Background: an optimization exercise with open tools, aiming at small area, a short achievable clock period and few clock cycles per item. Do not read the settings as production practice.
The RTL was checked by simulation tests, not by an equivalence proof against the original design.
Power figures rest on the tool's default switching activity, not on a simulated workload.

## byte_range_header_parser_core
module byte_range_header_parser_core #(
   parameter int MAX_RANGE_COUNT = brhp_pkg::DEFAULT_MAX_RANGE_COUNT,
   parameter int OFFSET_BITS     = brhp_pkg::DEFAULT_OFFSET_BITS
) (
   input  logic                                clock,
   input  logic                                reset,
   input  logic                                req_tvalid,
   output logic                                req_tready,
   input  logic [brhp_pkg::BYTE_BITS-1:0]      req_tdata,    
   input  logic                                req_tlast,    
   output logic                                rsp_tvalid,
   input  logic                                rsp_tready,
   output logic [brhp_pkg::RSP_DATA_BITS-1:0]  rsp_tdata,
   output logic                                rsp_tlast,    
   input  logic                                csr_wr_en,
   input  logic [brhp_pkg::FILE_SIZE_BITS-1:0] csr_wr_data   
);
   localparam int FS       = FILE_SIZE_BITS;
   localparam int PAD_BITS = RSP_DATA_BITS - (2 * FS + RANGE_NUM_BITS + SUM_BITS + FOUND_BITS + 1);
   localparam logic [2:0] P_START  = 3'd0;
   localparam logic [2:0] P_LEAD   = 3'd1;
   localparam logic [2:0] P_FIRST  = 3'd2;
   localparam logic [2:0] P_TRAIL  = 3'd3;
   localparam logic [2:0] P_SUFFIX = 3'd4;
   localparam logic [2:0] P_SECOND = 3'd5;
   localparam logic [2:0] P_CR     = 3'd6;
   localparam logic [2:0] P_DONE   = 3'd7;
   localparam logic [FS-1:0] OVF_T = FS'(64'd28147497671066);
   logic [FS-1:0] nfs_ff;    
   logic                 h_v_ff, s_v_ff;
   logic [4:0]           h_b_ff, s_b_ff;    
   logic [4:0]           in_enc;
   logic                 h_l_ff, s_l_ff;
   logic out_valid_ff;    
   logic hend_ff;         
   logic flush_ff;        
   logic fix_ff;          
   logic reload_ff;       
   logic [2:0]          ph_ff;
   logic                err_ff;
   logic                hb_ff;       
   logic [3:0]          cnt_ff;
   logic [2:0]          num_ff;      
   logic [SUM_BITS-1:0] sum_ff;
   logic [FS-1:0]       cur_ff;      
   logic [FS-1:0]       nfirst_ff;   
   logic accept, go, step;
   logic [2:0]          ph;
   logic                err, hb;
   logic [3:0]          cnt;
   logic                c_digit, c_dash, c_comma, c_blank, c_cr, c_lf, c_term;
   logic [3:0]          dval;
   logic                cont;        
  ...
Size in the first run: about 1800 cells after synthesis, ~230 flip-flops, roughly 0.016 sq mm of cells after synthesis.
==> flow/config.mk <==
export PLATFORM = sky130hd
export DESIGN_NAME = byte_range_header_parser_core
export DESIGN_NICKNAME = byte_range_header_parser_core
export VERILOG_FILES = /design/flow/design.v
export SDC_FILE = /design/flow/constraint.sdc
export NUM_CORES = 4
export LEC_CHECK = 0
export CAP_MARGIN = 20
export CORE_MARGIN = 2
export CORE_UTILIZATION = 50
export SLEW_MARGIN = 20
==> flow/constraint.sdc <==
create_clock -name core_clock -period 13.0 [get_ports {clock}]
set_input_delay 2.6000 -clock core_clock [delete_from_list [all_inputs] [get_ports {clock}]]
set_output_delay 2.6000 -clock core_clock [all_outputs]
set_load 0.01 [all_outputs]
standard.sh (not shown) runs the stock make flow with config.mk's settings and CLKGATE_MAP_FILE= SYNTH_SCRIPT=/design/flow/synth_recipe.tcl, a recipe that flattens the netlist after the stock synthesis.
==> flow/flow/run.sh <==
#!/bin/bash
# The standard layout (standard.sh: ORFS synth to finish at the design's clock
# and constraints), with two changes to how the layout is made:
#  - timing repair keeps working until 9 ns of setup slack (a 4 ns target) instead
#    of stopping at 0;
#  - the port buffers that the flow puts on every input and output are the plain
#    buf_1 cell rather than the resizer's default pick (a 10 um2 delay buffer);
#    the resizer may still size them up;
#  - the resizer may size a cell to any drive strength, not only to cells with
#    the same footprint (MATCH_CELL_FOOTPRINT=0, given on the make command line
#    as the platform sets it).
# Every tool's output goes to standard.log in this folder (ORFS's own per-step
# logs stay under orfs/logs).
export SETUP_SLACK_MARGIN=9
export BUFFER_PORTS_ARGS="-buffer_cell sky130_fd_sc_hd__buf_1"
bash standard.sh MATCH_CELL_FOOTPRINT=0 finish > standard.log 2>&1
The first run ran to the end with no violations.
Testbench counts at the start, summed over its fixed seeds: cycles 49,634, bytes 48,723.
Next try:
--- a/flow/design.v
+++ b/flow/design.v
@@ -147,25 +147,24 @@
    localparam logic [2:0] P_CR     = 3'd6;
    localparam logic [2:0] P_DONE   = 3'd7;
    localparam logic [FS-1:0] OVF_T = FS'(64'd28147497671066);
    logic [FS-1:0] nfs_ff;    
    logic                 h_v_ff, s_v_ff;
    logic [4:0]           h_b_ff, s_b_ff;    
    logic [4:0]           in_enc;
    logic                 h_l_ff, s_l_ff;
    logic out_valid_ff;    
    logic hend_ff;         
    logic flush_ff;        
    logic fix_ff;          
-   logic reload_ff;       
    logic [2:0]          ph_ff;
    logic                err_ff;
    logic                hb_ff;       
    logic [3:0]          cnt_ff;
    logic [2:0]          num_ff;      
    logic [SUM_BITS-1:0] sum_ff;
    logic [FS-1:0]       cur_ff;      
    logic [FS-1:0]       nfirst_ff;   
    logic accept, go, step;
    logic [2:0]          ph;
    logic                err, hb;
    logic [3:0]          cnt;
@@ -192,25 +191,25 @@
    localparam logic [2:0] K_LF    = 3'd5;
    always_comb begin
       if ((req_tdata >= CHAR_ZERO) && (req_tdata <= CHAR_NINE)) in_enc = {1'b1, req_tdata[3:0]};
       else if (req_tdata == CHAR_DASH)                          in_enc = {2'b00, K_DASH};
       else if (req_tdata == CHAR_COMMA)                         in_enc = {2'b00, K_COMMA};
       else if ((req_tdata == CHAR_SPACE) || (req_tdata == CHAR_TAB)) in_enc = {2'b00, K_BLANK};
       else if (req_tdata == CHAR_CR)                            in_enc = {2'b00, K_CR};
       else if (req_tdata == CHAR_LF)                            in_enc = {2'b00, K_LF};
       else                                                      in_enc = {2'b00, K_OTHER};
    end
    assign req_tready = !s_v_ff;
    assign accept     = req_tvalid && !s_v_ff;
-   assign go         = h_v_ff && !flush_ff && !fix_ff && !reload_ff && (!out_valid_ff || rsp_tready);
+   assign go         = h_v_ff && !flush_ff && !fix_ff && (!out_valid_ff || rsp_tready);
    assign step       = go || flush_ff || fix_ff;
    always_ff @(posedge clock) begin
       if (reset) begin
          h_v_ff <= 1'b0;
          s_v_ff <= 1'b0;
       end else begin
          if (go || !h_v_ff) h_v_ff <= s_v_ff || accept;
          if (go) s_v_ff <= 1'b0;
          else if (accept && h_v_ff) s_v_ff <= 1'b1;
       end
    end
    always_ff @(posedge clock) begin
@@ -397,60 +396,60 @@
       end
    end
    assign fin       = !fix_ff && (flush_ff || (h_l_ff && !defer));
    assign rej_fin   = fin && do_comp && !range_ok;
    assign emit      = fix_ff || (!rej_fin && (flush_ff || ((got || h_l_ff) && !defer)));
    assign hend_next = fix_ff || (fin && !rej_fin);
    assign clr       = fix_ff || (fin && !do_comp);
    always_ff @(posedge clock) begin
       if (reset) begin
          out_valid_ff <= 1'b0;
          flush_ff     <= 1'b0;
          fix_ff       <= 1'b0;
-         reload_ff    <= 1'b0;
          hend_ff      <= 1'b1;
       end else begin
          if (step) out_valid_ff <= emit;
          else if (rsp_tready) out_valid_ff <= 1'b0;
          flush_ff <= go && defer;
          fix_ff   <= step && rej_fin;
-         reload_ff <= csr_wr_en && ((go && dash_first) || (cur_open && !go));
          if (step) hend_ff <= hend_next;
       end
    end
    always_ff @(posedge clock) begin
       if (csr_wr_en) nfs_ff <= ~csr_wr_data;
       if (step) begin
          ph_ff  <= ph_c;
          err_ff <= err_c;
          hb_ff  <= hb_c;
          cnt_ff <= cnt_c;
          num_ff <= got ? cnt[2:0] : 3'd0;
       end
       cur_ff    <= cur_nx;
       nfirst_ff <= nfirst_nx;
       sum_ff    <= sum_nx;
    end
    logic sum_add, sum_hold;
    assign sum_add  = step && got;
    assign sum_hold = !(step && (got || hend_ff));
    assign sum_nx   = ({SUM_BITS{sum_add}} & sum_next) | ({SUM_BITS{sum_hold}} & sum_ff);
    logic          cur_fs, cur_dig, cur_hold, nf_ones, nf_cur, nf_sfx, nf_hold;
    logic [FS-1:0] dig_val;
    assign dig_val  = cont ? {acc_hi, acc_lo[2:0], dval[0]} : FS'(dval);
-   logic cur_open;
+   logic cur_open, cur_csr;
    assign cur_open = (ph_ff == P_SECOND) && !hb_ff && !hend_ff && !err_ff;
-   assign cur_fs   = reload_ff || (step && !clr && (dash_first || (do_comp && is_suffix)));
+   assign cur_fs   = step && !clr && ((dash_first && !csr_wr_en) || (do_comp && is_suffix));
+   assign cur_csr  = csr_wr_en && ((h_v_ff && dash_first) || (cur_open && !(h_v_ff && c_digit)));
    assign cur_dig  = step && !clr && !(dash_first || (do_comp && is_suffix)) && wr_digit;
-   assign cur_hold = !reload_ff &&
+   assign cur_hold = !cur_csr &&
                      (!step || (!clr && !(dash_first || (do_comp && is_suffix)) && !wr_digit));
-   assign cur_nx   = ({FS{cur_fs}} & ~nfs_ff) | ({FS{cur_dig}} & dig_val) | ({FS{cur_hold}} & cur_ff);
+   assign cur_nx   = ({FS{cur_fs}} & ~nfs_ff) | ({FS{cur_csr}} & csr_wr_data) |
+                     ({FS{cur_dig}} & dig_val) | ({FS{cur_hold}} & cur_ff);
    assign nf_ones   = step && (clr || dash_lead);
    assign nf_cur    = step && !(clr || dash_lead) && dash_first;
    assign nf_sfx    = step && !(clr || dash_lead) && !dash_first && do_comp && is_suffix;
    assign nf_hold   = !(nf_ones || nf_cur || nf_sfx);
    assign nfirst_nx = {FS{nf_ones}} | ({FS{nf_cur}} & ~cur_ff) | ({FS{nf_sfx}} & nsuffix_start)
                       | ({FS{nf_hold}} & nfirst_ff);
    assign rsp_tvalid = out_valid_ff;
    assign rsp_tlast  = hend_ff;
    assign rsp_tdata  = {{PAD_BITS{1'b0}}, err_ff, cnt_ff, sum_ff, num_ff, cur_ff, ~nfirst_ff};
 endmodule
Result: Global-route usage goes up by 0.53 points. Non-clock buffer count goes down by 54. Clock power goes down by roughly a tenth. Count of clock-buffer cells in the layout goes up by 6. Via count barely changes. Power goes up slightly. Utilization goes down by 3.5 points. Register-to-register slack improves by 0.04 ns. Worst setup slack improves by 0.12 ns. Routed wire length goes down slightly. Worst hold slack improves by 0.025 ns. Synthesized cell count goes up by a few percent. Synthesized area goes up by a few percent. Die area goes up by a few percent.
Testbench counts after the change, summed over its fixed seeds: cycles 49,634, bytes 48,723.

-- port drivers added, routing unchanged --
The results above use ideal ports. As a check the final layouts listed here were re-extracted and re-timed, cells and wires unchanged. Step 1 (the two cells are an assumption about what drives the block):
set clk [get_ports {clock}]
set_driving_cell -lib_cell sky130_fd_sc_hd__clkbuf_16 $clk
set_driving_cell -lib_cell sky130_fd_sc_hd__buf_2 [delete_from_list [all_inputs] $clk]
Step 2 times the ports against the registers' clock, not the clock port: input delays grow and output delays shrink by t, the midpoint of the rising clock arrivals with the driver on. Slacks: ideal / step 1 / step 2; pairs: ideal / step 1.
| run | t, ns | setup slack, ns | latest minus earliest clock arrival (ns) | worst register clock-pin slew, ns |
|---|---|---|---|---|
| the first run | 0.603 | 8.885 / 8.917 / 8.314 | 0.016 / 0.016 | 0.07 / 0.07 |
| the second run | 0.602 | 9.005 / 8.976 / 8.435 | 0.017 / 0.016 | 0.06 / 0.06 |
After both steps every run listed still meets setup and hold. For the first run, which loses most, drivers alone change the setup slack by +0.032 ns; drivers and shift together by -0.571 ns.
